This is an optimization exercise on Yosys and OpenROAD, whose aim is small area, a short achievable clock period and few clock cycles per item, not a production implementation.
The RTL was checked by simulation tests, not by an equivalence proof against the original design.
Power and IR drop assume default switching activity.

### design/flow/config.mk
export PLATFORM = sky130hd
export DESIGN_NAME = reservoir_sampler_core
export DESIGN_NICKNAME = reservoir_sampler_core
export VERILOG_FILES = /design/flow/design.v
export SDC_FILE = /design/flow/constraint.sdc
export NUM_CORES = 4
export LEC_CHECK = 0
export CAP_MARGIN = 20
export CORE_MARGIN = 2
export CORE_UTILIZATION = 55
export PLACE_DENSITY = 0.65
export SETUP_SLACK_MARGIN = 4.75
export SLEW_MARGIN = 20
### design/flow/constraint.sdc
create_clock -name core_clock -period 8.0 [get_ports {clk}]
set_input_delay 1.6000 -clock core_clock [delete_from_list [all_inputs] [get_ports {clk}]]
set_output_delay 1.6000 -clock core_clock [all_outputs]
set_load 0.01 [all_outputs]
### design/flow/design.v
package rs_pkg;
	localparam int DEPTH  = 64;                  
	localparam int CFG_W  = 7;                   
	localparam int RND_W  = 31;                  
	localparam int FAST_W = 9;
	localparam int STEPS0 = 4;                   
	localparam int R4     = 1;                   
	localparam int R2     = 0;                   
	localparam int BPS    = 2 * R4 + R2;         
	localparam int NSTAGE = (RND_W - STEPS0 + BPS - 1) / BPS;
endpackage
module rs_modu #(
	parameter int W      = 9,
	parameter int STEPS0 = 1,
	parameter int R4     = 1,
	parameter int R2     = 0,
	parameter int NSTAGE = 15
) (
	input  logic          clk,
	input  logic          arst_n,
	input  logic          in_valid,
	input  logic [W-1:0]  in_rem,
	input  logic [30:0]   in_rnd,
	input  logic [W-1:0]  in_n,
	input  logic [W+1:0]  in_n3,
	input  logic [31:0]   in_item,
	input  logic [5:0]    km1,
	output logic          out_valid,
	output logic [W-1:0]  out_rem,
	output logic          out_hit,
	output logic [31:0]   out_item,
	output logic          busy
);
	localparam int BPS = 2 * R4 + R2;
	localparam int NS  = NSTAGE;
	function automatic logic [W+2:0] bprefix(input logic [W+1:0] a, input logic [W+1:0] b,
			input int nb);
		logic [W+1:0] g;
		logic [W+1:0] p;
		logic [W+1:0] gn;
		logic [W+1:0] pn;
		g = ~a & b;
		p = ~a | b;
		for (int s = 1; s < nb; s = s * 2) begin
			gn = g;
			pn = p;
			for (int i = s; i < nb; i++) begin
				gn[i] = g[i] | (p[i] & g[i-s]);
				pn[i] = p[i] & p[i-s];
			end
			g = gn;
			p = pn;
		end
		bprefix = {g[nb-1], g[W:0], 1'b0};
	endfunction
	function automatic logic [W-1:0] step2(input logic [W-1:0] x, input logic b,
			input logic [W-1:0] n);
		logic [W+1:0] t;
		logic [W+1:0] m;
		logic [W+2:0] bp;
		t  = {1'b0, x, b};
		m  = {2'b0, n};
		bp = bprefix(t, m, W + 1);
		step2 = t[W-1:0] ^ ({W{~bp[W+2]}} & (m[W-1:0] ^ bp[W-1:0]));
	endfunction
	function automatic logic [W-1:0] step4(input logic [W-1:0] x, input logic [1:0] b,
			input logic [W-1:0] n, input logic [W+1:0] n3);
		logic [W+1:0] u;
		logic [W+1:0] m1;
		logic [W+1:0] m2;
		logic [W+2:0] p1;
		logic [W+2:0] p2;
		logic [W+2:0] p3;
		logic         s1;
		logic         s2;
		logic         s3;
		u  = {x, b};
		m1 = {2'b0, n};
		m2 = {1'b0, n, 1'b0};
		p1 = bprefix(u, m1, W + 2);
		p2 = bprefix(u, m2, W + 2);
		p3 = bprefix(u, n3, W + 2);
		s3 = ~p3[W+2];
		s2 = p3[W+2] & ~p2[W+2];
		s1 = p2[W+2] & ~p1[W+2];
		step4 = u[W-1:0] ^ (({W{s1}} & (m1[W-1:0] ^ p1[W-1:0]))
			| ({W{s2}} & (m2[W-1:0] ^ p2[W-1:0]))
			| ({W{s3}} & (n3[W-1:0] ^ p3[W-1:0])));
	endfunction
	function automatic logic [W-1:0] trim(input logic [W-1:0] x, input int t);
		trim = (t < W) ? (x & W'((1 << t) - 1)) : x;
	endfunction
	logic [NS:0]           v;
	logic [NS:0][W-1:0]    rem;
	logic [NS:0][30:0]     rnd;
	logic [NS:0][W-1:0]    dvs;
	logic [NS:0][W+1:0]    dvs3;
	logic [NS:0][31:0]     item;
	logic                  hit_q;
	function automatic logic le6(input logic [5:0] a, input logic [5:0] b);
		logic [5:0] g;
		logic [5:0] p;
		logic [5:0] gn;
		logic [5:0] pn;
		g = ~b & a;
		p = ~b | a;
		for (int s = 1; s < 6; s = s * 2) begin
			gn = g;
			pn = p;
			for (int i = s; i < 6; i++) begin
				gn[i] = g[i] | (p[i] & g[i-s]);
				pn[i] = p[i] & p[i-s];
			end
			g = gn;
			p = pn;
		end
		le6 = ~g[5];
	endfunction
	assign v[0]    = in_valid;
	assign rem[0]  = in_rem;
	assign rnd[0]  = in_rnd;
	assign dvs[0]  = in_n;
	assign dvs3[0] = in_n3;
	assign item[0] = in_item;
	for (genvar s = 0; s < NS; s++) begin : g_stage
		logic [W-1:0] nxt;
		always_comb begin
			logic [W-1:0] x;
			int           t;
			x = rem[s];
			t = STEPS0 + s * BPS;
			for (int i = 0; i < R4; i++) begin
				if (t + 2 <= 31) begin
					x = trim(step4(x, rnd[s][30 - t -: 2], dvs[s], dvs3[s]), t + 2);
					t = t + 2;
				end else if (t + 1 <= 31) begin
					x = trim(step2(x, rnd[s][30 - t], dvs[s]), t + 1);
					t = t + 1;
				end
			end
			for (int i = 0; i < R2; i++) begin
				if (t + 1 <= 31) begin
					x = trim(step2(x, rnd[s][30 - t], dvs[s]), t + 1);
					t = t + 1;
				end
			end
			nxt = x;
		end
		always_ff @(posedge clk or negedge arst_n) begin
			if (!arst_n) begin
				v[s+1] <= 1'b0;
			end else begin
				v[s+1] <= v[s];
			end
		end
		always_ff @(posedge clk) begin
			rem[s+1]  <= nxt;
			rnd[s+1]  <= rnd[s];
			dvs[s+1]  <= dvs[s];
			dvs3[s+1] <= dvs3[s];
			item[s+1] <= item[s];
		end
		if (s == NS - 1) begin : g_hit
			always_ff @(posedge clk) begin
				hit_q <= (nxt[W-1:6] == '0) && le6(nxt[5:0], km1);
			end
		end
	end
	assign out_valid = v[NS];
	assign out_rem   = rem[NS];
	assign out_hit   = hit_q;
	assign out_item  = item[NS];
	assign busy      = |v[NS:1];
endmodule
module rs_head #(
	parameter int W      = 9,
	parameter int STEPS0 = 3
) (
	input  logic [30:0]  rnd,
	input  logic [W-1:0] n,
	output logic [W-1:0] rem
);
	localparam int S = STEPS0;
	function automatic logic [(S << (2 * S)) - 1:0] mk_tab();
		for (int nn = 0; nn < (1 << S); nn++) begin
			for (int tt = 0; tt < (1 << S); tt++) begin
				mk_tab[((nn << S) + tt) * S +: S] = (nn == 0) ? S'(tt) : S'(tt % nn);
			end
		end
	endfunction
	localparam logic [(S << (2 * S)) - 1:0] TAB = mk_tab();
	logic [S-1:0] top;
	logic         big;
	always_comb begin
		top = rnd[30 -: S];
		big = (n >> S) != '0;
		rem = big ? W'(top) : W'(TAB[{n[S-1:0], top} * S +: S]);
	end
endmodule
module rs_slow #(
	parameter int W = 9
) (
	input  logic        clk,
	input  logic        arst_n,
	input  logic        start,
	input  logic [30:0] dividend,
	input  logic [31:0] divisor,
	input  logic [6:0]  k,
	output logic        busy,
	output logic        done,
	output logic        hit,
	output logic [5:0]  slot
);
	function automatic logic [17:0] sub17(input logic [16:0] a, input logic [16:0] b,
			input logic c);
		logic [16:0] g;
		logic [16:0] p;
		logic [16:0] gn;
		logic [16:0] pn;
		logic [16:0] bi;
		g = ~a & b;
		p = ~a | b;
		for (int s = 1; s <= 16; s = s * 2) begin
			gn = g;
			pn = p;
			for (int i = s; i <= 16; i++) begin
				gn[i] = g[i] | (p[i] & g[i-s]);
				pn[i] = p[i] & p[i-s];
			end
			g = gn;
			p = pn;
		end
		bi[0] = c;
		for (int i = 1; i <= 16; i++) begin
			bi[i] = g[i-1] | (p[i-1] & c);
		end
		sub17 = {g[16] | (p[16] & c), b ^ bi};
	endfunction
	logic        run_q;
	logic [2:0]  ph_q;        
	logic        fin_q;
	logic        done_q;
	logic        hit_q;
	logic [4:0]  idx_q;
	logic        b_q;
	logic [31:0] rem_q;
	logic [31:0] dif_q;
	logic        bor_q;
	logic [32:0] trial;
	logic [16:0] ca;
	logic [16:0] cb;
	logic [17:0] cd;
	logic [31:0] rem0;
	logic        b0;
	logic [4:0]  idx0;
	always_comb begin
		trial = {rem_q, b_q};
		ca = ph_q[0] ? trial[16:0] : {1'b0, trial[32:17]};
		cb = ph_q[0] ? divisor[16:0] : {2'b0, divisor[31:17]};
		cd = sub17(ca, cb, bor_q & ~ph_q[0]);
		if ((W < 14) && (divisor[31:14] != '0)) begin
			rem0 = 32'(dividend[30:17]);
			b0   = dividend[16];
			idx0 = 5'd16;
		end else if ((W < 12) && (divisor[31:12] != '0)) begin
			rem0 = 32'(dividend[30:19]);
			b0   = dividend[18];
			idx0 = 5'd18;
		end else begin
			rem0 = 32'(dividend[30:31-W]);
			b0   = dividend[30-W];
			idx0 = 5'(30 - W);
		end
	end
	always_ff @(posedge clk or negedge arst_n) begin
		if (!arst_n) begin
			run_q  <= 1'b0;
			ph_q   <= 3'd0;
			fin_q  <= 1'b0;
			done_q <= 1'b0;
			idx_q  <= 5'd0;
		end else begin
			fin_q  <= run_q && ph_q[2] && (idx_q == 5'd0);
			done_q <= fin_q;
			if (start) begin
				run_q <= 1'b1;
				ph_q  <= 3'd1;
				idx_q <= idx0;
			end else if (run_q) begin
				ph_q <= {ph_q[1:0], ph_q[2]};
				if (ph_q[2]) begin
					idx_q <= idx_q - 1'b1;
					if (idx_q == 5'd0) begin
						run_q <= 1'b0;
					end
				end
			end
		end
	end
	always_ff @(posedge clk) begin
		if (start) begin
			rem_q <= rem0;
			b_q   <= b0;
		end else if (run_q) begin
			if (ph_q[0]) begin
				dif_q[16:0] <= cd[16:0];
				bor_q       <= cd[17];
			end
			if (ph_q[1]) begin
				dif_q[31:17] <= cd[14:0];
				bor_q        <= cd[17];
			end
			if (ph_q[2]) begin
				rem_q <= trial[31:0] ^ ({32{~bor_q}} & dif_q);
				b_q   <= (idx_q == 5'd0) ? 1'b0 : dividend[5'(idx_q - 5'd1)];
			end
		end
		if (fin_q) begin
			hit_q <= (rem_q[31:7] == '0) && (rem_q[6:0] < k);
		end
	end
	assign busy = run_q || fin_q || done_q;
	assign done = done_q;
	assign hit  = hit_q;
	assign slot = rem_q[5:0];
endmodule
module rs_ctrl
(
	input  logic        clk,
	input  logic        arst_n,
	input  logic        s_tvalid,
	output logic        s_tready,
	input  logic [63:0] s_tdata,
	input  logic        s_tuser,
	output logic        m_tvalid,
	input  logic        m_tready,
	output logic [31:0] m_tdata,
	output logic        m_tlast,
	input  logic        cfg_valid,
	output logic        cfg_ready,
	input  logic [6:0]  cfg_data
);
	localparam int W  = rs_pkg::FAST_W;
	localparam int NS = rs_pkg::NSTAGE;
	localparam int LAT = NS;                     
	logic [5:0] km1_q;
	logic [6:0] k_q;
	always_ff @(posedge clk or negedge arst_n) begin
		if (!arst_n) begin
			km1_q <= 6'd0;
		end else if (cfg_valid) begin
			if (cfg_data == 7'd0) begin
				km1_q <= 6'd0;
			end else if (cfg_data > 7'd64) begin
				km1_q <= 6'd63;
			end else begin
				km1_q <= 6'(cfg_data - 7'd1);
			end
		end
	end
	assign k_q = {1'b0, km1_q} + 7'd1;
	function automatic logic le6(input logic [5:0] a, input logic [5:0] b);
		logic [5:0] g;
		logic [5:0] p;
		logic [5:0] gn;
		logic [5:0] pn;
		g = ~b & a;
		p = ~b | a;
		for (int s = 1; s < 6; s = s * 2) begin
			gn = g;
			pn = p;
			for (int i = s; i < 6; i++) begin
				gn[i] = g[i] | (p[i] & g[i-s]);
				pn[i] = p[i] & p[i-s];
			end
			g = gn;
			p = pn;
		end
		le6 = ~g[5];
	endfunction
	assign cfg_ready = 1'b1;
	logic        rdy_q;
	logic        acc;
	logic        acc_push;
	logic        acc_fin;
	logic [31:0] cnt_q;
	logic        below_k;
	logic        fast;
	logic        slow_zone;
	logic [6:0]  m_now;
	assign s_tready = rdy_q;
	assign acc      = s_tvalid && rdy_q;
	assign acc_push = acc && !s_tuser;
	assign acc_fin  = acc && s_tuser;
	always_comb begin
		below_k   = (cnt_q[31:6] == '0) && le6(cnt_q[5:0], km1_q);
		fast      = cnt_q < 32'((64'd1 << W) - 1);
		slow_zone = cnt_q >= 32'((64'd1 << W) - 2);
		m_now     = below_k ? cnt_q[6:0] : k_q;
	end
	always_ff @(posedge clk or negedge arst_n) begin
		if (!arst_n) begin
			cnt_q <= '0;
		end else if (acc_fin) begin
			cnt_q <= '0;
		end else if (acc_push && !(&cnt_q)) begin
			cnt_q <= cnt_q + 1'b1;
		end
	end
	logic        e_fill;
	logic        e_pipe;
	logic        e_slow;
	logic [5:0]  e_slot;
	logic [31:0] e_item;
	logic [30:0] e_rnd;
	logic [W-1:0] e_rem;
	logic [W+1:0] e_n3;
	logic [W-1:0] h_rem;
	logic [W-1:0] np1_q;
	logic [W+1:0] n3_q;
	always_ff @(posedge clk or negedge arst_n) begin
		if (!arst_n) begin
			np1_q <= W'(1);
			n3_q  <= (W+2)'(3);
		end else if (acc_fin) begin
			np1_q <= W'(1);
			n3_q  <= (W+2)'(3);
		end else if (acc_push) begin
			np1_q <= np1_q + 1'b1;
			n3_q  <= n3_q + (W+2)'(3);
		end
	end
	rs_head #(.W(W), .STEPS0(rs_pkg::STEPS0)) u_head (
		.rnd (s_tdata[62:32]),
		.n   (np1_q),
		.rem (h_rem)
	);
	always_ff @(posedge clk or negedge arst_n) begin
		if (!arst_n) begin
			e_fill <= 1'b0;
			e_pipe <= 1'b0;
			e_slow <= 1'b0;
		end else begin
			e_fill <= acc_push && below_k;
			e_pipe <= acc_push && !below_k && fast;
			e_slow <= acc_push && !below_k && !fast;
		end
	end
	always_ff @(posedge clk) begin
		if (rdy_q) begin
			e_slot <= cnt_q[5:0];
			e_item <= s_tdata[31:0];
			e_rnd  <= s_tdata[62:32];
			e_rem  <= h_rem;
			e_n3   <= n3_q;
		end
	end
	logic          p_v;
	logic [W-1:0]  p_rem;
	logic [31:0]   p_item;
	logic          p_busy;
	logic          p_hit_q;
	rs_modu #(
		.W      (W),
		.STEPS0 (rs_pkg::STEPS0),
		.R4     (rs_pkg::R4),
		.R2     (rs_pkg::R2),
		.NSTAGE (NS)
	) u_modu (
		.clk       (clk),
		.arst_n    (arst_n),
		.in_valid  (e_pipe),
		.in_rem    (e_rem),
		.in_rnd    (e_rnd),
		.in_n      (cnt_q[W-1:0]),
		.in_n3     (e_n3),
		.in_item   (e_item),
		.km1       (km1_q),
		.out_valid (p_v),
		.out_rem   (p_rem),
		.out_hit   (p_hit_q),
		.out_item  (p_item),
		.busy      (p_busy)
	);
	logic        sl_busy;
	logic        sl_done;
	logic        sl_hit;
	logic [5:0]  sl_slot;
	rs_slow #(.W(W)) u_slow (
		.clk       (clk),
		.arst_n    (arst_n),
		.start     (e_slow),
		.dividend  (e_rnd),
		.divisor   (cnt_q),
		.k         (k_q),
		.busy      (sl_busy),
		.done      (sl_done),
		.hit       (sl_hit),
		.slot      (sl_slot)
	);
	logic        fin_pend;
	logic [6:0]  m_pend;
	logic [$clog2(LAT+1)-1:0] drain_q;
	logic        p_hit;
	logic [63:0] we;
	logic [31:0] wdata;
	logic [63:0] rsel;
	logic [31:0] rdata;
	assign p_hit = p_v && p_hit_q;
	always_comb begin
		for (int i = 0; i < 64; i++) begin
			we[i] = (e_fill && (e_slot == 6'(i)))
				|| (p_hit && (p_rem[5:0] == 6'(i)))
				|| (sl_done && sl_hit && (sl_slot == 6'(i)));
		end
		wdata = p_v ? p_item : e_item;
	end
	rs_dpath u_dpath (
		.clk   (clk),
		.we    (we),
		.wdata (wdata),
		.rsel  (rsel),
		.rdata (rdata)
	);
	logic        dump_q;
	logic        primed_q;
	logic [6:0]  m_q;
	logic [6:0]  ptr_q;
	logic        ov_q;
	logic [31:0] od_q;
	logic        ol_q;
	logic        rd;
	logic        rd_last;
	logic [7:0]  rs_hi_q;
	logic [7:0]  rs_lo_q;
	logic        last_q;
	always_comb begin
		for (int i = 0; i < 64; i++) begin
			rsel[i] = rs_hi_q[i / 8] && rs_lo_q[i % 8];
		end
	end
	assign rd      = dump_q && (primed_q || (drain_q == '0)) && (!ov_q || m_tready);
	assign rd_last = last_q;
	always_ff @(posedge clk) begin
		if (fin_pend && !dump_q) begin
			rs_hi_q <= 8'd1;
			rs_lo_q <= 8'd1;
			last_q  <= (m_pend == 7'd1);
		end else if (rd) begin
			rs_lo_q <= {rs_lo_q[6:0], rs_lo_q[7]};
			if (rs_lo_q[7]) begin
				rs_hi_q <= {rs_hi_q[6:0], rs_hi_q[7]};
			end
			last_q <= (ptr_q + 7'd2) == m_q;
		end
	end
	always_ff @(posedge clk or negedge arst_n) begin
		if (!arst_n) begin
			fin_pend <= 1'b0;
			m_pend   <= '0;
			drain_q  <= '0;
			dump_q   <= 1'b0;
			primed_q <= 1'b0;
			m_q      <= '0;
			ptr_q    <= '0;
			ov_q     <= 1'b0;
		end else begin
			if (acc_fin) begin
				fin_pend <= 1'b1;
				m_pend   <= m_now;
				drain_q  <= LAT;
			end else if (drain_q != '0) begin
				drain_q <= drain_q - 1'b1;
			end
			if (fin_pend && !dump_q) begin
				fin_pend <= 1'b0;
				dump_q   <= (m_pend != '0);
				primed_q <= 1'b0;
				m_q      <= m_pend;
				ptr_q    <= '0;
			end else if (rd) begin
				primed_q <= 1'b1;
				ptr_q    <= ptr_q + 1'b1;
				if (rd_last) begin
					dump_q <= 1'b0;
				end
			end
			if (rd) begin
				ov_q <= 1'b1;
			end else if (m_tready) begin
				ov_q <= 1'b0;
			end
		end
	end
	always_ff @(posedge clk) begin
		if (rd) begin
			od_q <= rdata;
			ol_q <= rd_last;
		end
	end
	assign m_tvalid = ov_q;
	assign m_tdata  = od_q;
	assign m_tlast  = ol_q;
	logic [6:0] cnt7;
	logic       cnt_small;
	logic       s_lt;        
	logic       s_lt1;       
	logic       s_le;        
	logic       k_le;        
	logic       k_le1;       
	logic       cnt_ok;
	logic       k_ok;
	logic       dump_next;
	logic       push_safe;
	logic       rdy_d;
	always_comb begin
		cnt7      = cnt_q[6:0];
		cnt_small = (cnt_q[31:6] == '0);
		s_lt      = cnt7 < ptr_q;
		s_lt1     = (cnt7 + 7'd1) < ptr_q;
		s_le      = cnt7 <= ptr_q;
		k_le      = k_q <= ptr_q;
		k_le1     = {1'b0, km1_q} <= ptr_q;
		if (acc_push) begin
			cnt_ok = rd ? s_lt : s_lt1;
		end else begin
			cnt_ok = rd ? s_le : s_lt;
		end
		k_ok      = !cfg_valid && (rd ? k_le1 : k_le);
		dump_next = dump_q && !(rd && rd_last);
		push_safe = (cnt_small && cnt_ok) || k_ok;
	end
	always_comb begin
		rdy_d = 1'b1;
		if (acc_fin || fin_pend) rdy_d = 1'b0;
		if (dump_next && !push_safe) rdy_d = 1'b0;
		if (slow_zone && (acc || e_fill || e_pipe || e_slow || p_busy || sl_busy)) rdy_d = 1'b0;
	end
	always_ff @(posedge clk) begin
		rdy_q <= rdy_d;
	end
endmodule
module rs_dpath
(
	input  logic        clk,
	input  logic [63:0] we,
	input  logic [31:0] wdata,
	input  logic [63:0] rsel,
	output logic [31:0] rdata
);
	logic [31:0] slot_q [64];
	for (genvar i = 0; i < 64; i++) begin : g_slot
		always_ff @(posedge clk) begin
			if (we[i]) begin
				slot_q[i] <= wdata;
			end
		end
	end
	always_comb begin
		rdata = '0;
		for (int i = 0; i < 64; i++) begin
			rdata = rdata | (slot_q[i] & {32{rsel[i]}});
		end
	end
endmodule
module reservoir_sampler_core
(
	input  logic             clk,
	input  logic             arst_n,
	input  logic             s_tvalid,
	output logic             s_tready,
	input  logic [63:0]      s_tdata,     
	input  logic             s_tuser,     
	output logic             m_tvalid,
	input  logic             m_tready,
	output logic [31:0]      m_tdata,     
	output logic             m_tlast,
	input  logic             cfg_valid,
	output logic             cfg_ready,
	input  logic [rs_pkg::CFG_W-1:0] cfg_data
);
	rs_ctrl u_ctrl (
		.clk       (clk),
		.arst_n    (arst_n),
		.s_tvalid  (s_tvalid),
		.s_tready  (s_tready),
		.s_tdata   (s_tdata),
		.s_tuser   (s_tuser),
		.m_tvalid  (m_tvalid),
		.m_tready  (m_tready),
		.m_tdata   (m_tdata),
		.m_tlast   (m_tlast),
		.cfg_valid (cfg_valid),
		.cfg_ready (cfg_ready),
		.cfg_data  (cfg_data)
	);
endmodule
### design/flow/run.sh
#!/bin/bash
# synth_recipe.tcl (not shown) runs the flow's synth.tcl, then flattens the netlist and writes it again
# the make line also repeats each setting of config.mk as NAME=value (left out here)
make -C /OpenROAD-flow-scripts/flow DESIGN_CONFIG=/design/flow/config.mk WORK_HOME=/design/flow/orfs CLKGATE_MAP_FILE= SYNTH_SCRIPT=/design/flow/synth_recipe.tcl finish
==> flow_summary.json, run 1 <==
{
  "period_share_pct": 42.29,
  "ys_seq_area_share_pct": 72.60,
  "synth_top_area_share_pct": 54.08,
  "drive_gt1_share_pct": 11.21,
  "htreeDepth": 5,
  "r2r_cells": 5,
  "hold_viol": 0,
  "vias": 82403,
  "die_w_um": 478.8,
  "clkSinkCount": 3351,
  "internal_power_mw": 34.98,
  "drcViolationCount": 0,
  "fin_crit_ns": 3.383,
  "avgSynthCellArea_um2": 14.55,
  "pwr-share-clk_pct": 30.0,
  "leakage_nw": 48.32,
  "nNetsFinal": 8862,
  "synth_nets": 8650,
  "max_freq_mhz": 295.6,
  "areaGrowthSynthToFinish_pct": 13.08,
  "synth-seq-cells": 3351,
  "synth_cell_types": 84,
  "insertion_delay_ns": 0.99,
  "r2r_start": "u_ctrl.u_slow.rem_q[1]",
  "grt_max_degree": 65,
  "final_util_pct": 62.46,
  "hold_depth": 0,
  "async_flop_share_pct": 3.432,
  "power_density_nw_per_um2": 360.2,
  "crit_type": "flop to flop",
  "pwr-share-comb_pct": 22.7,
  "grt_usage_pct": 35.93,
  "vdd_drop_max_v": 0.0002672,
  "cts_tree": "done",
  "maxSlewViolCount": 0,
  "min_to": "u_ctrl.u_modu.item[262]",
  "grt_pass1_vias": 76503,
  "clkTransAtPathRegs_ns": 0.06,
  "r2r_slack_ns": 4.62,
  "clockBufferDepth": 4,
  "overflow": 0,
  "synth_ff_type": "edfxtp_1",
  "holdWs_ns": 0.2708,
  "worst_setup_path_end_kind": "flop",
  "routed_wl_mm": 420.4,
  "grt_pass1_wl_mm": 576.7,
  "netSwitchingFraction_pct": 30.73,
  "worst_slew_pin_slew_ns": 1.324,
  "num_rows": 174,
  "fin_cells": 11992,
  "start_util_pct": 55.24,
  "dp_slack_ns": 2.959,
  "die_h_um": 478.8,
  "syn_area_um2": 124000,
  "hold_path_class": "flop to flop",
  "io_buffers": 110,
  "grt_setup_unrepaired": "yes",
  "wire_per_inst_um": 35.06,
  "cap_violations": 0,
  "crit_path_max_fanout": 21,
  "required_ns": 8.60,
  "hp-start": "u_ctrl.u_modu.item[230]",
  "switchingPower_mw": 15.52,
  "synth_top_area_cell": "edfxtp_1",
  "p_total_mw": 50.50,
  "synth.area.top_cells": "edfxtp_1, dfxtp_1, a221oi_1",
  "vias_per_cell": 6.871,
  "stdcell_area_um2": 140200,
  "reg2reg_to": "u_ctrl.u_dpath.slot_q[2][29]",
  "placed_area_um2": 128700,
  "nFillCells": 16406,
  "first_pass_iters": 7,
  "outcome": "no timing/DRC/antenna violations",
  "crit_arrival_ns": 3.98,
  "startpoint_type": "flop",
  "drt_iter0_drc": 15066,
  "hpwl_mm": 215.1,
  "setup_slack_ns": 4.617,
  "ys_warn_count": 6,
  "finClkSkew_ns": 0.08995,
  "clockRootBuffer": "clkbuf_16",
  "core_um2": 224500,
  "tns_ns": 0,
  "routabilityCongestion": 0.8939,
  "cts_buffers": 340,
  "dp.cells": 11355,
  "io_pins": 113,
  "slew_headroom_pct": 11.76,
  "syn_inst": 8520,
  "setup_viol": 0,
  "cts_hold_buf": 0,
  "ant_nets": 0,
  "synth_edf_count": 2233,
  "antenna_found_initial": 19,
  "die_area_um2": 229200,
  "seq_power_share_pct": 47.2
}
==> sequential cells by signal, indices dropped and copies added (netlist names), 7 cells and up <==
name                   flops
u_ctrl.u_modu.rem        119
u_ctrl.e_n3               11
u_ctrl.e_rnd              31
u_ctrl.u_modu.v           14
u_ctrl.m_q                 7
u_ctrl.m_pend              7
u_ctrl.u_slow.rem_q       32
u_ctrl.rs_lo_q             8
u_ctrl.u_modu.dvs        117
u_ctrl.u_modu.dvs3       132
u_ctrl.e_item             32
u_ctrl.od_q               32
u_ctrl.ptr_q               7
u_ctrl.u_modu.item       448
u_ctrl.u_slow.dif_q       32
u_ctrl.n3_q               11
u_ctrl.rs_hi_q             8
u_ctrl.u_modu.rnd        169
u_ctrl.cnt_q              32
u_ctrl.u_dpath.slot_q   2048
u_ctrl.np1_q               9
==> Yosys cell counts (all sizes together), types with 18 or more instances <==
cell type	instances
o21a	21
a21oi	202
a221oi	553
nand2b	131
nand2	504
buf	26
dfxtp	1003
o221ai	33
a22o	527
a211oi	26
or3	22
inv	285
nand4	151
clkbuf	382
o2111ai	18
o22ai	25
edfxtp	2233
and3	23
a31oi	48
a21o	24
ha	53
nor3	97
o21ai	187
mux2i	35
nand3	106
a22oi	80
dfrtp	112
and2	86
xor2	93
mux2	42
maj3	145
xnor2	394
o211ai	34
nor4	37
nor2	354
nor2b	155
a222oi	24
or4	35
==> layout by cell type (no fill, tap or decap), types with 42 or more instances in the layout <==
cell type / n
edfxtp_1: 2233
dfxtp_1: 992
a221oi_1: 545
a22o_1: 527
nand2_1: 438
xnor2_1: 392
clkbuf_16: 352
nor2_1: 345
inv_1: 283
a21oi_1: 197
o21ai_0: 176
buf_4: 156
nor2b_1: 151
nand4_1: 151
nand2b_1: 128
maj3_1: 126
nand3_1: 105
dfrtp_1: 99
xor2_1: 93
nor3_1: 88
clkbuf_1: 81
a22oi_1: 80
clkdlybuf4s50_1: 70
nand2_2: 57
clkinv_2: 54
ha_1: 52
a31oi_1: 42
==> power groups by stage <==
stage	sequential [mW]	combinational, mW	clock (mW)
floorplan	23.3	7.66	0
global placement	24.2	10.4	0
detailed placement	24.3	10.7	0
CTS	23.9	10.9	15.3
global route	24.1	12.3	15.9
finish	23.9	11.5	15.2
==> routing by layer <==
layer / track usage (%) / share of wire, %
met4: 17.96 / 5.8
met5: 0 / 0.015
met2: 52.11 / 43
met3: 13.39 / 16
met1: 47.64 / 35
==> worst max-delay path, stage by stage, from the launching register on <==
cell and delay, ns:
edfxtp_1 0.75, nand2b_1 0.27, nor3_1 0.46, a22oi_1 0.19, nand2_2 0.71, buf_6 0.59
==> kinds of logic (layout without fill, tap and decap cells) <==
kind of cell	Yosys count	in the layout	synth area share, %
DFF	3351	3351	72.60
AOI/OAI and AO/OA	1945	1945	12.28
and+or+nand+nor	1756	1756	7.021
buffers and inverters	696	1156	2.112
xor gates and xnor gates	487	487	3.440
adders and majority gates	198	198	1.711
muxes	86	86	0.8275
other	1	21	0.003025
==> repair_timing <==
action / CTS / global route
gates resized for setup: 157 / 114
endpoints found under the setup margin: 291 / 259
setup buffers: 13 / 14
pin swaps: 9 / 19
==> worst max path at each step <==
stage | to | cells after the start | startpoint
after global placement | u_ctrl.cnt_q[27] | 10 | s_tvalid
after detailed placement | u_ctrl.cnt_q[27] | 10 | s_tvalid
final | u_ctrl.u_dpath.slot_q[2][29] | 5 | u_ctrl.u_slow.rem_q[1]
after global routing | m_tdata[4] | 1 | u_ctrl.od_q[4]
after CTS | s_tready | 1 | u_ctrl.rdy_q
after floorplan | u_ctrl.cnt_q[27] | 10 | s_tvalid
==> final cells by class <==
class / count / area, µm² / share of cell area [%]
diodes: 20 / 50.05 / 0.03570
repair buffers: 278 / 2405 / 1.715
clock buffers: 465 / 9553 / 6.814
clock inverters: 125 / 993.5 / 0.7086
multi-input cells: 4473 / 32320 / 23.05
flip-flops and latches: 3351 / 90050 / 64.23
inverters: 288 / 1094 / 0.7800
well taps: 2992 / 3744 / 2.670
Testbench counts, summed over its fixed seeds: cycles 11,142, items 10,234.
==> run 2, diff against run 1 <==
--- a/design/flow/config.mk
+++ b/design/flow/config.mk
@@ -10,2 +10,4 @@
 export CORE_UTILIZATION = 55
+export CTS_CLUSTER_DIAMETER = 60
+export CTS_CLUSTER_SIZE = 30
 export PLACE_DENSITY = 0.65
==> run 2 against run 1 <==
Compared with the run above: still clean; sequential share of layout area increased by 1.8 points; final area decreased by 2.8%; global-route usage decreased by 0.34 points; final cell count decreased by 2.1%; via count decreased by 1.7%; synthesized cell count unchanged; setup slack improved by 0.038 ns; highest routed layer unchanged.
==> flow_summary.json, run 2 <==
{
  "synth-seq-cells": 3351,
  "die_area_um2": 229200,
  "hold_viol": 0,
  "io_buffers": 110,
  "clockBufferDepth": 3,
  "vias": 81039,
  "regMostFlops": "u_ctrl.u_dpath.slot_q",
  "worst_setup_path_end_kind": "flop",
  "r2r_start": "u_ctrl.u_slow.rem_q[1]",
  "overflow": 0,
  "grt_max_degree": 65,
  "stdcell_area_um2": 136300,
  "synth_common_cells": "edfxtp_1, dfxtp_1, a221oi_1",
  "final_util_pct": 60.74,
  "cap_violations": 0,
  "avgSynthCellArea_um2": 14.55,
  "vdd_drop_max_v": 0.0002798,
  "pwr-share-clk_pct": 24.0,
  "drcViolationCount": 0,
  "syn_inst": 8520,
  "period_share_pct": 41.81,
  "switchingPower_mw": 15.36,
  "max_freq_mhz": 299.0,
  "pwr-share-comb_pct": 24.7,
  "top_regs": "u_ctrl.u_dpath.slot_q x2048, u_ctrl.u_modu.item x448, u_ctrl.u_modu.rnd x169",
  "die_h_um": 478.8,
  "drive_gt1_share_pct": 9.903,
  "netSwitchingFraction_pct": 33.09,
  "startpoint_type": "flop",
  "synth_most_common_cell": "edfxtp_1",
  "synth_ff_type": "edfxtp_1",
  "placed_area_um2": 128700,
  "hold_depth": 0,
  "synth_cell_types": 84,
  "drt_iter0_drc": 15550,
  "outcome": "no timing/DRC/antenna violations",
  "syn_area_um2": 124000,
  "ys_seq_area_share_pct": 72.60,
  "maxSlewViolCount": 0,
  "clkTransAtPathRegs_ns": 0.10,
  "hold_path_class": "flop to flop",
  "routed_wl_mm": 417.0,
  "r2r_slack_ns": 4.66,
  "wire_per_inst_um": 35.50,
  "ant_nets": 0,
  "final_cell_mix": "edfxtp_1, dfxtp_1, a221oi_1",
  "synth.area.top_cells": "edfxtp_1, dfxtp_1, a221oi_1",
  "vias_per_cell": 6.900,
  "die_w_um": 478.8,
  "async_flop_share_pct": 3.432,
  "nNetsFinal": 8715,
  "ys_warn_count": 6,
  "power_density_nw_per_um2": 340.5,
  "leakage_nw": 46.41,
  "required_ns": 8.53,
  "mostFrequentLayoutCell": "edfxtp_1",
  "reg2reg_to": "u_ctrl.u_dpath.slot_q[31][25]",
  "finClkSkew_ns": 0.06806,
  "antenna_found_initial": 22,
  "hp-start": "u_ctrl.u_modu.rnd[111]",
  "synth_edf_count": 2233,
  "core_um2": 224500,
  "synth_nets": 8650,
  "grt_setup_unrepaired": "yes",
  "hpwl_mm": 215.1,
  "setup_viol": 0,
  "seq_power_share_pct": 51.3,
  "crit_path_max_fanout": 24,
  "largest_reg_flops": 2048,
  "clockRootBuffer": "clkbuf_16",
  "crit_arrival_ns": 3.88,
  "synth_top_area_cell": "edfxtp_1",
  "cts_tree": "done",
  "htreeDepth": 4,
  "clkSinkCount": 3351,
  "insertion_delay_ns": 0.92,
  "worst_slew_pin_slew_ns": 1.305,
  "first_pass_iters": 8,
  "num_rows": 174,
  "min_to": "u_ctrl.u_modu.rnd[142]",
  "internal_power_mw": 31.06,
  "grt_usage_pct": 35.59,
  "grt_pass1_wl_mm": 570.4,
  "fin_crit_ns": 3.345,
  "io_pins": 113,
  "cts_buffers": 180,
  "tns_ns": 0,
  "synth_top_area_share_pct": 54.08,
  "slew_headroom_pct": 13.01,
  "nFillCells": 16735,
  "grt_pass1_vias": 74500,
  "r2r_cells": 5,
  "areaGrowthSynthToFinish_pct": 9.957,
  "crit_type": "flop to flop",
  "routabilityCongestion": 0.8939,
  "start_util_pct": 55.24
}
run 2: critical path, cell delays in order, from the launching register on:
cell      delay, ns
edfxtp_1       0.77
nand2_1        0.34
nor2_1         0.31
a22oi_1        0.15
nand2_2        0.58
buf_4          0.78
run 2: power groups by stage:
stage / clock network, mW / logic [mW] / registers, mW
finish: 11.1 / 11.5 / 23.8
global route: 11.8 / 12.4 / 24.1
CTS: 11.2 / 10.9 / 23.8
detailed placement: 0 / 10.7 / 24.3
global placement: 0 / 10.4 / 24.2
floorplan: 0 / 7.66 / 23.3
run 2: what timing repair did:
item / in CTS / in global routing
pin swaps: 9 / 23
setup endpoints to repair: 324 / 241
resized for setup: 130 / 116
hold buffers: 0 / 0
setup buffers: 21 / 17
run 2: logic make-up after synthesis:
kind of cell | Yosys count | synth area share (%)
AO/OA/AOI/OAI | 1945 | 12.28
XOR/XNOR | 487 | 3.440
adder cells (fa/ha/maj) | 198 | 1.711
buffers and inverters | 696 | 2.112
flip-flops | 3351 | 72.60
multiplexers | 86 | 0.8275
other | 1 | 0.003025
AND/OR/NAND/NOR | 1756 | 7.021
run 2: how the worst max path moves through the flow:
stage | startpoint | to | slack, ns | depth (start not counted)
global route | u_ctrl.u_modu.rnd[54] | u_ctrl.u_modu.rem[20] | 4.68 | 11
CTS | u_ctrl.rdy_q | s_tready | 4.67 | 1
floorplan | s_tvalid | u_ctrl.cnt_q[27] | 4.64 | 10
global placement | s_tvalid | u_ctrl.cnt_q[27] | 3.05 | 10
detailed placement | s_tvalid | u_ctrl.cnt_q[27] | 2.96 | 10
finish | u_ctrl.u_slow.rem_q[1] | u_ctrl.u_dpath.slot_q[31][25] | 4.66 | 5
run 2: layout make-up:
class / instances / area (µm²) / area share, %
inverters: 288 / 1094 / 0.8022
flip-flops and latches: 3351 / 90050 / 66.06
clock inverters: 139 / 1962 / 1.439
multi-input cells: 4473 / 32280 / 23.68
clock buffers: 193 / 4647 / 3.409
diodes: 18 / 45.04 / 0.03304
well taps: 2992 / 3744 / 2.746
repair buffers: 291 / 2501 / 1.835
run 2: stage by stage:
| step | std cells | total power, mW | hold WS [ns] | worst slack (ns) |
|---|---|---|---|---|
| after global placement | 11355 | 34.63 | 0.3095 | 3.047 |
| after floorplan | 8520 | 30.93 | 0.3096 | 4.636 |
| after global routing | 11728 | 48.24 | 0.2970 | 4.684 |
| after detailed placement | 11355 | 34.96 | 0.3121 | 2.959 |
| after CTS | 11708 | 45.94 | 0.2988 | 4.671 |
| final | 11745 | 46.42 | 0.2906 | 4.655 |
run 2: layer usage:
layer | GRT usage [%] | share of wire, % | vias up | wire length (µm)
met4 | 16.97 | 5.8 | 22 | 24130
met1 | 47.90 | 36 | 39972 | 148800
li1 | - | - | 32890 | -
met3 | 12.04 | 16 | 1480 | 66120
met5 | 0.7457 | 0.087 | - | 363
met2 | 52.04 | 43 | 6675 | 177600
==> run 3, diff against run 2 <==
--- a/design/flow/config.mk
+++ b/design/flow/config.mk
@@ -13,3 +13,3 @@
 export PLACE_DENSITY = 0.65
-export SETUP_SLACK_MARGIN = 4.75
+export SETUP_SLACK_MARGIN = 4.85
 export SLEW_MARGIN = 20
==> run 3 against run 2 <==
Compared with the run above: still clean; fmax rose by 0.56%; first-iteration DRC count rose by 0.79%; sequential share of layout area fell by 0.16 points; via count fell by 0.18%; non-clock buffer count rose by 15; total power rose by 0.25%; combinational power barely moved; routed wire length barely moved; area after synthesis did not move; register-to-register slack improved by 0.02 ns; final area rose by 0.25%; flip-flop and latch count did not move.
==> flow_summary.json, run 3 <==
{
  "grt_pass1_wl_mm": 567.9,
  "insertion_delay_ns": 0.93,
  "mostFrequentLayoutCell": "edfxtp_1",
  "num_rows": 174,
  "synth_ff_type": "edfxtp_1",
  "hold_viol": 0,
  "vdd_drop_max_v": 0.0002690,
  "first_pass_iters": 9,
  "synth_common_cells": "edfxtp_1, dfxtp_1, a221oi_1",
  "grt_pass1_vias": 73473,
  "period_share_pct": 41.58,
  "cts_tree": "done",
  "worst_setup_path_end_kind": "flop",
  "p_total_mw": 46.54,
  "crit_arrival_ns": 3.99,
  "maxSlewViolCount": 0,
  "top_regs": "u_ctrl.u_dpath.slot_q x2048, u_ctrl.u_modu.item x448, u_ctrl.u_modu.rnd x169",
  "tns_ns": 0,
  "cts_buffers": 182,
  "clkTransAtPathRegs_ns": 0.11,
  "wire_per_inst_um": 35.43,
  "max_freq_mhz": 300.6,
  "clkSinkCount": 3351,
  "htreeDepth": 4,
  "largest_reg_flops": 2048,
  "wl_met1_mm": 150.5,
  "required_ns": 8.66,
  "crit_path_max_fanout": 22,
  "grt_setup_unrepaired": "yes",
  "power_density_nw_per_um2": 340.5,
  "synth-seq-cells": 3351,
  "clockBufferDepth": 3,
  "synth_top_area_share_pct": 54.08,
  "die_area_um2": 229200,
  "regMostFlops": "u_ctrl.u_dpath.slot_q",
  "vias_per_cell": 6.880,
  "core_um2": 224500,
  "finClkSkew_ns": 0.05768,
  "cap_violations": 0,
  "synth_top_area_cell": "edfxtp_1",
  "crit_type": "flop to flop",
  "io_pins": 113,
  "syn_inst": 8520,
  "worst_slew_pin_slew_ns": 1.283,
  "routed_wl_mm": 416.6,
  "routabilityCongestion": 0.8810,
  "synth.area.top_cells": "edfxtp_1, dfxtp_1, a221oi_1",
  "slew_headroom_pct": 14.46,
  "synth_edf_count": 2233,
  "die_w_um": 478.8,
  "fin_crit_ns": 3.326,
  "grt_max_degree": 72,
  "overflow": 0,
  "wl_met3_mm": 62.63,
  "antenna_found_initial": 19,
  "start_util_pct": 55.24,
  "dp_slack_ns": 3.302,
  "startpoint_type": "flop",
  "stdcell_area_um2": 136700,
  "hpwl_mm": 215.3,
  "placed_area_um2": 128800,
  "synth_most_common_cell": "edfxtp_1",
  "die_h_um": 478.8,
  "grt_usage_pct": 35.40,
  "avgSynthCellArea_um2": 14.55,
  "setup_slack_ns": 4.674,
  "io_buffers": 110,
  "areaGrowthSynthToFinish_pct": 10.23,
  "nFillCells": 16790,
  "hold_path_class": "flop to flop",
  "routed-wl-met2_mm": 177.4,
  "leakage_nw": 46.52,
  "ys_warn_count": 6,
  "nNetsFinal": 8733,
  "drive_gt1_share_pct": 10.81,
  "clockRootBuffer": "clkbuf_16",
  "syn_area_um2": 124000,
  "drcViolationCount": 0,
  "synth_nets": 8650,
  "ys_seq_area_share_pct": 72.60,
  "highest_layer": "met5",
  "async_flop_share_pct": 3.432,
  "final_cell_mix": "edfxtp_1, dfxtp_1, a221oi_1",
  "vias": 80893,
  "setup_viol": 0,
  "ant_nets": 0,
  "synth_cell_types": 84,
  "drt_iter0_drc": 15673,
  "outcome": "no timing/DRC/antenna violations"
}
run 3: final cells by class:
class                   instances  area (µm²)  area share, %
flip-flops and latches       3351       90060          65.90
multi-input cells            4474       32470          23.76
clock buffers                 191        4639          3.395
well taps                    2992        3744          2.739
repair buffers                306        2619          1.916
clock inverters               148        2012          1.472
inverters                     288        1097         0.8029
diodes                          8       20.02        0.01465
run 3: repair_timing:
| action | 4_1_cts | 5_1_grt |
|---|---|---|
| hold buffers | 0 | 0 |
| gates resized for setup | 230 | 141 |
| buffers inserted | 20 | 25 |
| pin swaps | 14 | 38 |
| gates cloned | 0 | 2 |
| setup endpoints to repair | 408 | 322 |
run 3: kinds of logic after synthesis:
family	count (synthesis)	synth area share (%)
and+or+nand+nor	1756	7.021
muxes	86	0.8275
AOI/OAI and AO/OA	1945	12.28
DFF	3351	72.60
other	1	0.003025
buffers and inverters	696	2.112
xor gates and xnor gates	487	3.440
adders and majority gates	198	1.711
run 3: worst paths after layout:
| path | start | depth (start not counted) | slack, ns | end |
|---|---|---|---|---|
| setup / recovery | u_ctrl.rs_lo_q[0] | 5 | 4.67 | u_ctrl.od_q[0] |
| hold / removal | u_ctrl.u_modu.item[371] | 0 | 0.31 | u_ctrl.u_modu.item[403] |
| setup reg to reg | u_ctrl.rs_lo_q[0] | 5 | 4.67 | u_ctrl.od_q[0] |
| hold reg to reg | u_ctrl.u_modu.item[371] | 0 | 0.31 | u_ctrl.u_modu.item[403] |
| max in group asynchronous | arst_n | 2 | 5.78 | u_ctrl.cnt_q[3] |
| min in group asynchronous | arst_n | 1 | 0.72 | u_ctrl.cnt_q[13] |
run 3: where the power goes:
part | switching (mW) | leakage, nW | internal (mW) | total [mW]
clock network | 6.38 | 3.21 | 4.77 | 11.2
logic | 7.15 | 13.2 | 4.42 | 11.6
registers | 1.96 | 30.1 | 21.9 | 23.8
total | 15.5 | 46.5 | 31.1 | 46.5
run 3: critical path: stages, from the launching register on:
cell	delay (ns)
dfxtp_1	0.60
and2_2	0.76
buf_4	0.81
a221oi_1	0.23
nand4_1	0.24
or4_1	0.41
run 3: through the flow:
stage / hold slack [ns] / util [%] / instances
CTS: 0.3179 / 60.50 / 11722
detailed placement: 0.3121 / 57.36 / 11363
global placement: 0.3095 / 57.36 / 11363
finish: 0.3108 / 60.89 / 11758
floorplan: 0.3096 / - / 8520
global route: 0.3145 / 60.88 / 11751
run 3: per-layer routing:
metal / GRT usage, % / up-vias
met5: 0.2900 / -
met4: 18.25 / 26
met3: 9.951 / 1443
li1: - / 32904
met1: 48.57 / 39904
met2: 51.70 / 6616
==> run 4, diff against run 3 <==
--- a/design/flow/config.mk
+++ b/design/flow/config.mk
@@ -13,3 +13,3 @@
 export PLACE_DENSITY = 0.65
-export SETUP_SLACK_MARGIN = 4.85
+export SETUP_SLACK_MARGIN = 4.65
 export SLEW_MARGIN = 20
==> run 4 against run 3 <==
Compared with the run above: combinational power hardly changed; global-route usage hardly changed; critical path depth is 1 higher; clock power hardly changed; first-iteration DRC count is 0.75% lower; via count is 0.24% lower; final area is 0.65% lower; critical path type unchanged; critical endpoint is now u_ctrl.od_q[26]; largest power group unchanged.
==> flow_summary.json, run 4 <==
{
  "critPathTopFamily": "simple AND/OR/NAND/NOR gates",
  "grt_pass1_wl_mm": 567.7,
  "wire_per_inst_um": 35.35,
  "setup_viol": 0,
  "synth-seq-cells": 3351,
  "grt_setup_unrepaired": "yes",
  "synth_common_cells": "edfxtp_1, dfxtp_1, a221oi_1",
  "die_area_um2": 229200,
  "required_ns": 8.56,
  "ant_nets": 0,
  "reg2reg_to": "u_ctrl.od_q[26]",
  "power_density_nw_per_um2": 339.5,
  "nNetsFinal": 8699,
  "drcViolationCount": 0,
  "p_total_mw": 46.09,
  "mostFrequentLayoutCell": "edfxtp_1",
  "drt_iter0_drc": 15555,
  "grt_pass1_vias": 73885,
  "internal_power_mw": 30.97,
  "synth.area.top_cells": "edfxtp_1, dfxtp_1, a221oi_1",
  "cts_hold_buf": 0,
  "synth_top_area_share_pct": 54.08,
  "setup_slack_ns": 4.562,
  "max_freq_mhz": 290.9,
  "dp_slack_ns": 3.087,
  "pwr-share-clk_pct": 23.9,
  "maxSlewViolCount": 0,
  "fin_crit_ns": 3.438,
  "r2r_cells": 6,
  "stdcell_area_um2": 135800,
  "die_w_um": 478.8,
  "hpwl_mm": 215.1,
  "seq_power_share_pct": 51.7,
  "clkSinkCount": 3351,
  "crit_path_max_fanout": 24,
  "vias": 80701,
  "largest_reg_flops": 2048,
  "min_to": "u_ctrl.u_modu.rnd[111]",
  "slew_headroom_pct": 13.71,
  "pwr-share-comb_pct": 24.4,
  "cpMaxStageDelayCell": "or4_1",
  "clkTransAtPathRegs_ns": 0.11,
  "fin_cells": 11723,
  "finClkSkew_ns": 0.05647,
  "crit_arrival_ns": 4.00,
  "worst-path-buf-inv": 1,
  "synth_most_common_cell": "edfxtp_1",
  "drive_gt1_share_pct": 9.004,
  "wl_met1_mm": 149.1,
  "holdWs_ns": 0.3031,
  "die_h_um": 478.8,
  "regMostFlops": "u_ctrl.u_dpath.slot_q",
  "ys_warn_count": 6,
  "start_util_pct": 55.24,
  "dp.cells": 11356,
  "vias_per_cell": 6.884,
  "synth_ff_type": "edfxtp_1",
  "cts_tree": "done",
  "synth_top_area_cell": "edfxtp_1",
  "period_share_pct": 42.97,
  "io_pins": 113,
  "hold_depth": 0,
  "multi_input_area_um2": 32020,
  "syn_inst": 8520,
  "wl_met3_mm": 62.01,
  "areaGrowthSynthToFinish_pct": 9.508,
  "synth_edf_count": 2233,
  "cap_violations": 0,
  "final_util_pct": 60.49,
  "routabilityCongestion": 0.8842,
  "placed_area_um2": 128700,
  "overflow": 0,
  "crit_type": "flop to flop",
  "outcome": "no timing/DRC/antenna violations",
  "leakage_nw": 46.20,
  "cts_buffers": 178,
  "io_buffers": 110,
  "worst_slew_pin_slew_ns": 1.294,
  "hold_viol": 0,
  "routed_wl_mm": 414.4,
  "r2r_start": "u_ctrl.rs_hi_q[2]",
  "netSwitchingFraction_pct": 32.81,
  "r2r_slack_ns": 4.56,
  "first_pass_iters": 10,
  "async_flop_share_pct": 3.432,
  "final_cell_mix": "edfxtp_1, dfxtp_1, a221oi_1",
  "synth_cell_types": 84,
  "path_cells": "and2_2 -> buf_4 -> a22o_1 -> a221oi_1 -> nand4_1 -> or4_1",
  "top_regs": "u_ctrl.u_dpath.slot_q x2048, u_ctrl.u_modu.item x448, u_ctrl.u_modu.rnd x169",
  "clockRootBuffer": "clkbuf_16",
  "routed-wl-met2_mm": 178.1,
  "grt_usage_pct": 35.40,
  "highest_layer": "met5",
  "htreeDepth": 4,
  "nFillCells": 16755,
  "hold_path_class": "flop to flop",
  "antenna_found_initial": 19,
  "grt_max_degree": 72,
  "startpoint_type": "flop",
  "avgSynthCellArea_um2": 14.55,
  "slowest_delay_ns": 0.73,
  "vdd_drop_max_v": 0.0003143,
  "synth_nets": 8650,
  "switchingPower_mw": 15.12,
  "ys_seq_area_share_pct": 72.60,
  "clockBufferDepth": 3,
  "hp-start": "u_ctrl.u_modu.rnd[80]",
  "worst_setup_path_end_kind": "flop",
  "core_um2": 224500,
  "tns_ns": 0,
  "insertion_delay_ns": 0.90,
  "register_area_um2": 90040,
  "num_rows": 174,
  "syn_area_um2": 124000
}
run 4: cell counts after synthesis:
No cell type changed its count.
run 4: area by class of cell:
class / count / share of cell area [%]
antenna: 13 / 0.02396
clock buffer: 198 / 3.428
clock inverter: 131 / 1.320
inverter: 288 / 0.8036
multi-input combinational: 4473 / 23.58
sequential: 3351 / 66.32
tap: 2992 / 2.757
timing repair buffer: 277 / 1.766
run 4: worst max path at each step:
stage | from | endpoint | depth (start not counted)
after floorplan | s_tvalid | u_ctrl.cnt_q[27] | 10
after global placement | s_tvalid | u_ctrl.cnt_q[27] | 12
after detailed placement | s_tvalid | u_ctrl.cnt_q[27] | 12
after CTS | u_ctrl.rdy_q | s_tready | 1
after global routing | u_ctrl.u_modu.rem[109] | u_ctrl.u_modu.rem[124] | 10
final | u_ctrl.rs_hi_q[2] | u_ctrl.od_q[26] | 6
run 4: kinds of logic (layout without fill, tap and decap cells):
group / after synthesis / after routing / synth area share (%)
flip-flops: 3351 / 3351 / 72.60
AND/OR/NAND/NOR: 1756 / 1756 / 7.021
XOR/XNOR: 487 / 487 / 3.440
adder cells (fa/ha/maj): 198 / 198 / 1.711
other: 1 / 14 / 0.003025
AO/OA/AOI/OAI: 1945 / 1945 / 12.28
buffers and inverters: 696 / 894 / 2.112
multiplexers: 86 / 86 / 0.8275
run 4: worst reg2reg max path, stage by stage (launching register included):
cell,delay [ns]
dfxtp_1,0.44
and2_2,0.52
buf_4,0.52
a22o_1,0.31
a221oi_1,0.42
nand4_1,0.17
or4_1,0.73
run 4: metal layers:
metal | track usage, % | up-vias
met5 | 0.1036 | -
met4 | 17.54 | 8
met3 | 10.82 | 1366
met2 | 52.23 | 6575
met1 | 47.81 | 39898
li1 | - | 32854
run 4: what timing repair did:
action,in CTS,in global routing
pin swaps,3,17
resized for setup,97,62
buffers inserted,11,13
endpoints found under the setup margin,197,174
run 4: power by group through the flow:
stage               clock network, mW  logic (mW)  registers [mW]
finish                           11.0        11.3            23.8
global route                     11.7        12.1            24.1
CTS                              11.1        10.8            23.8
detailed placement                  0        10.6            24.3
global placement                    0        10.4            24.2
floorplan                           0        7.66            23.3
==> run 5, diff against run 4 <==
--- a/design/flow/config.mk
+++ b/design/flow/config.mk
@@ -13,3 +13,3 @@
 export PLACE_DENSITY = 0.65
-export SETUP_SLACK_MARGIN = 4.65
+export SETUP_SLACK_MARGIN = 4.95
 export SLEW_MARGIN = 20
==> run 5 against run 4 <==
Compared with the run above: still clean; utilization rose by 0.83 points; total power rose by 1.8%; combinational power rose by 6%; flip-flop and latch count did not move; sequential share of layout area fell by 0.87 points; count of clock-buffer cells in the layout rose by 1; first-iteration DRC count rose by 3.1%; non-clock buffer count rose by 87; critical path depth fell by 5; largest cell class unchanged.
==> flow_summary.json, run 5 <==
{
  "top_regs": "u_ctrl.u_dpath.slot_q x2048, u_ctrl.u_modu.item x448, u_ctrl.u_modu.rnd x169",
  "first_pass_iters": 9,
  "outcome": "no timing/DRC/antenna violations",
  "synth_nets": 8650,
  "syn_inst": 8520,
  "vdd_drop_max_v": 0.0002658,
  "synth_most_common_cell": "edfxtp_1",
  "core_um2": 224500,
  "hpwl_mm": 213.6,
  "synth_ff_type": "edfxtp_1",
  "drcViolationCount": 0,
  "clkTransAtPathRegs_ns": 0.10,
  "grt_max_degree": 73,
  "grt_pass1_vias": 74155,
  "num_rows": 174,
  "final_util_pct": 61.32,
  "slowest_delay_ns": 0.53,
  "die_h_um": 478.8,
  "worst_setup_path_end_kind": "output pin",
  "maxSlewViolCount": 0,
  "cts_buffers": 181,
  "insertion_delay_ns": 0.94,
  "fin_crit_ns": 3.219,
  "clockRootBuffer": "clkbuf_16",
  "seq_power_share_pct": 50.9,
  "reg2reg_to": "u_ctrl.u_dpath.slot_q[48][10]",
  "synth_compound_area_share_pct": 12.28,
  "max_freq_mhz": 310.6,
  "worst_slew_pin_slew_ns": 1.289,
  "top_usage_layer": "met2",
  "globalRouteMet3Util_pct": 10.73,
  "tns_ns": 0,
  "synth_top_area_share_pct": 54.08,
  "cts_hold_buf": 0,
  "synth-xor-area-share_pct": 3.440,
  "critPathTopFamily": "flip-flops",
  "stdcell_area_um2": 137600,
  "cap_violations": 0,
  "crit_type": "flop to output pin",
  "synth_top_area_cell": "edfxtp_1",
  "die_w_um": 478.8,
  "yosys.area_share.simple_pct": 7.021,
  "finClkSkew_ns": 0.06206,
  "fin_cells": 11806,
  "dp.cells": 11368,
  "holdWs_ns": 0.3076,
  "pwr-share-clk_pct": 23.6,
  "regMostFlops": "u_ctrl.u_dpath.slot_q",
  "path_cells": "buf_6",
  "drt_iter0_drc": 16040,
  "placed_area_um2": 128800,
  "synth-seq-cells": 3351,
  "r2r_cells": 4,
  "hold_depth": 0,
  "die_area_um2": 229200,
  "routed_wl_mm": 417.8,
  "ys_warn_count": 6,
  "overflow": 0,
  "vias_per_cell": 6.883,
  "io_pins": 113,
  "setup_viol": 0,
  "hold_viol": 0,
  "synth.area.top_cells": "edfxtp_1, dfxtp_1, a221oi_1",
  "grtUsageMet2_pct": 51.69,
  "antenna_found_initial": 10,
  "cpMaxStageDelayCell": "edfxtp_1",
  "wire_per_inst_um": 35.39,
  "syn_area_um2": 124000,
  "power_density_nw_per_um2": 340.9,
  "largest_reg_flops": 2048,
  "routabilityCongestion": 0.8783,
  "pwr-share-comb_pct": 25.5,
  "vias": 81263,
  "nNetsFinal": 8790,
  "start_util_pct": 55.24,
  "crit_arrival_ns": 1.62,
  "switchingPower_mw": 15.55,
  "r2r_start": "u_ctrl.e_slot[1]",
  "clockBufferDepth": 3,
  "synth_top_family_by_area": "compound AO/OA/AOI/OAI gates",
  "period_share_pct": 40.24,
  "areaGrowthSynthToFinish_pct": 11.01,
  "async_flop_share_pct": 3.432,
  "clkSinkCount": 3351,
  "internal_power_mw": 31.38,
  "drive_gt1_share_pct": 12.31,
  "min_to": "u_ctrl.u_modu.item[227]",
  "synth_edf_count": 2233,
  "dp_slack_ns": 3.263,
  "avgSynthCellArea_um2": 14.55,
  "hold_path_class": "flop to flop",
  "cts_tree": "done",
  "htreeDepth": 4,
  "hp-start": "u_ctrl.u_modu.item[195]",
  "netSwitchingFraction_pct": 33.13,
  "synth_common_cells": "edfxtp_1, dfxtp_1, a221oi_1",
  "ant_nets": 0,
  "r2r_slack_ns": 4.87,
  "mostFrequentLayoutCell": "edfxtp_1",
  "grt_usage_pct": 35.52,
  "synthAdderAreaFrac_pct": 1.711,
  "grt_setup_unrepaired": "yes",
  "setup_slack_ns": 4.781,
  "final_cell_mix": "edfxtp_1, dfxtp_1, a221oi_1",
  "synth_cell_types": 84,
  "required_ns": 6.40,
  "slew_headroom_pct": 14.05,
  "worst-path-buf-inv": 1,
  "p_total_mw": 46.92,
  "leakage_nw": 46.92,
  "synth.mux.area_fraction_pct": 0.8275,
  "use_met1_pct": 48.74,
  "grt_pass1_wl_mm": 570.5,
  "ys_seq_area_share_pct": 72.60,
  "crit_path_max_fanout": 1,
  "io_buffers": 110,
  "startpoint_type": "flop"
}
-- run 5: cells by family after synthesis --
| kind of cell | count (synthesis) |
|---|---|
| multiplexers | 86 |
| AO/OA/AOI/OAI | 1945 |
| adder cells (fa/ha/maj) | 198 |
| XOR/XNOR | 487 |
| buffers and inverters | 696 |
| flip-flops | 3351 |
| AND/OR/NAND/NOR | 1756 |
| other | 1 |
-- run 5: timing repair --
item / in CTS / in global routing
pin swaps: 37 / 79
setup buffers: 52 / 44
resized for setup: 333 / 197
cloned: 1 / 3
endpoints found under the setup margin: 558 / 577
-- run 5: metal layers --
| metal | wire, µm | vias up |
|---|---|---|
| met5 | 46 | - |
| met2 | 176800 | 6695 |
| li1 | - | 33018 |
| met3 | 65110 | 1351 |
| met1 | 151000 | 40191 |
| met4 | 24770 | 8 |
-- run 5: area by class of cell --
| type | instances | area [µm²] |
|---|---|---|
| diodes | 8 | 20.02 |
| clock buffers | 199 | 4682 |
| clock inverters | 130 | 1863 |
| fillers | 16524 | 86830 |
| inverters | 288 | 1109 |
| multi-input cells | 4474 | 32990 |
| flip-flops and latches | 3351 | 90070 |
| well taps | 2992 | 3744 |
| repair buffers | 364 | 3154 |
-- run 5: power groups by stage --
stage	logic (mW)	clock network, mW	registers (mW)
after detailed placement	10.6	0	24.3
final	12.0	11.1	23.9
after floorplan	7.67	0	23.3
after global routing	12.8	11.7	24.1
after CTS	11.2	11.1	23.8
after global placement	10.4	0	24.2
-- run 5: worst max path at each step --
stage                   startpoint                to  depth (start not counted)  slack (ns)
finish              u_ctrl.od_q[4]        m_tdata[4]                          1        4.78
global route        u_ctrl.od_q[4]        m_tdata[4]                          1        4.74
CTS                   u_ctrl.rdy_q          s_tready                          2        4.64
detailed placement        s_tvalid  u_ctrl.cnt_q[27]                         10        3.26
global placement          s_tvalid  u_ctrl.cnt_q[27]                         10        3.36
floorplan              s_tdata[60]   u_ctrl.e_rem[1]                          7        4.78

separate check: timing with driven ports:
No port has a modelled driver above. Below, the same layouts with a new extraction and two added sets of constraints.
Step 1 (the two cells are an assumption about what drives the block):
set clk [get_ports {clk}]
set_driving_cell -lib_cell sky130_fd_sc_hd__clkbuf_16 $clk
set_driving_cell -lib_cell sky130_fd_sc_hd__buf_2 [delete_from_list [all_inputs] $clk]
Step 2 times the ports against the registers' clock, not the clock port: input delays grow and output delays shrink by t, the midpoint of the rising clock arrivals with the driver on.
Slacks: ideal ports / drivers / drivers and shift; pairs: ideal ports / drivers.
run | t (ns) | slack for setup (ns) | worst slew at a driven data input, ns | pins driven straight from the clock port
run 1 | 1.038 | 4.617 / 4.617 / 3.876 | 0.13 | 1
run 2 | 0.985 | 4.655 / 4.655 / 3.919 | 0.12 | 1
run 3 | 0.995 | 4.674 / 4.674 / 4.048 | 0.11 | 1
run 4 | 0.990 | 4.562 / 4.562 / 3.889 | 0.08 | 1
run 5 | 0.990 | 4.781 / 4.695 / 4.127 | 0.09 | 1
After both steps every run listed still meets setup and hold. For run 1, which loses most, drivers alone change the setup slack by 0.000 ns; drivers and shift together by -0.741 ns.
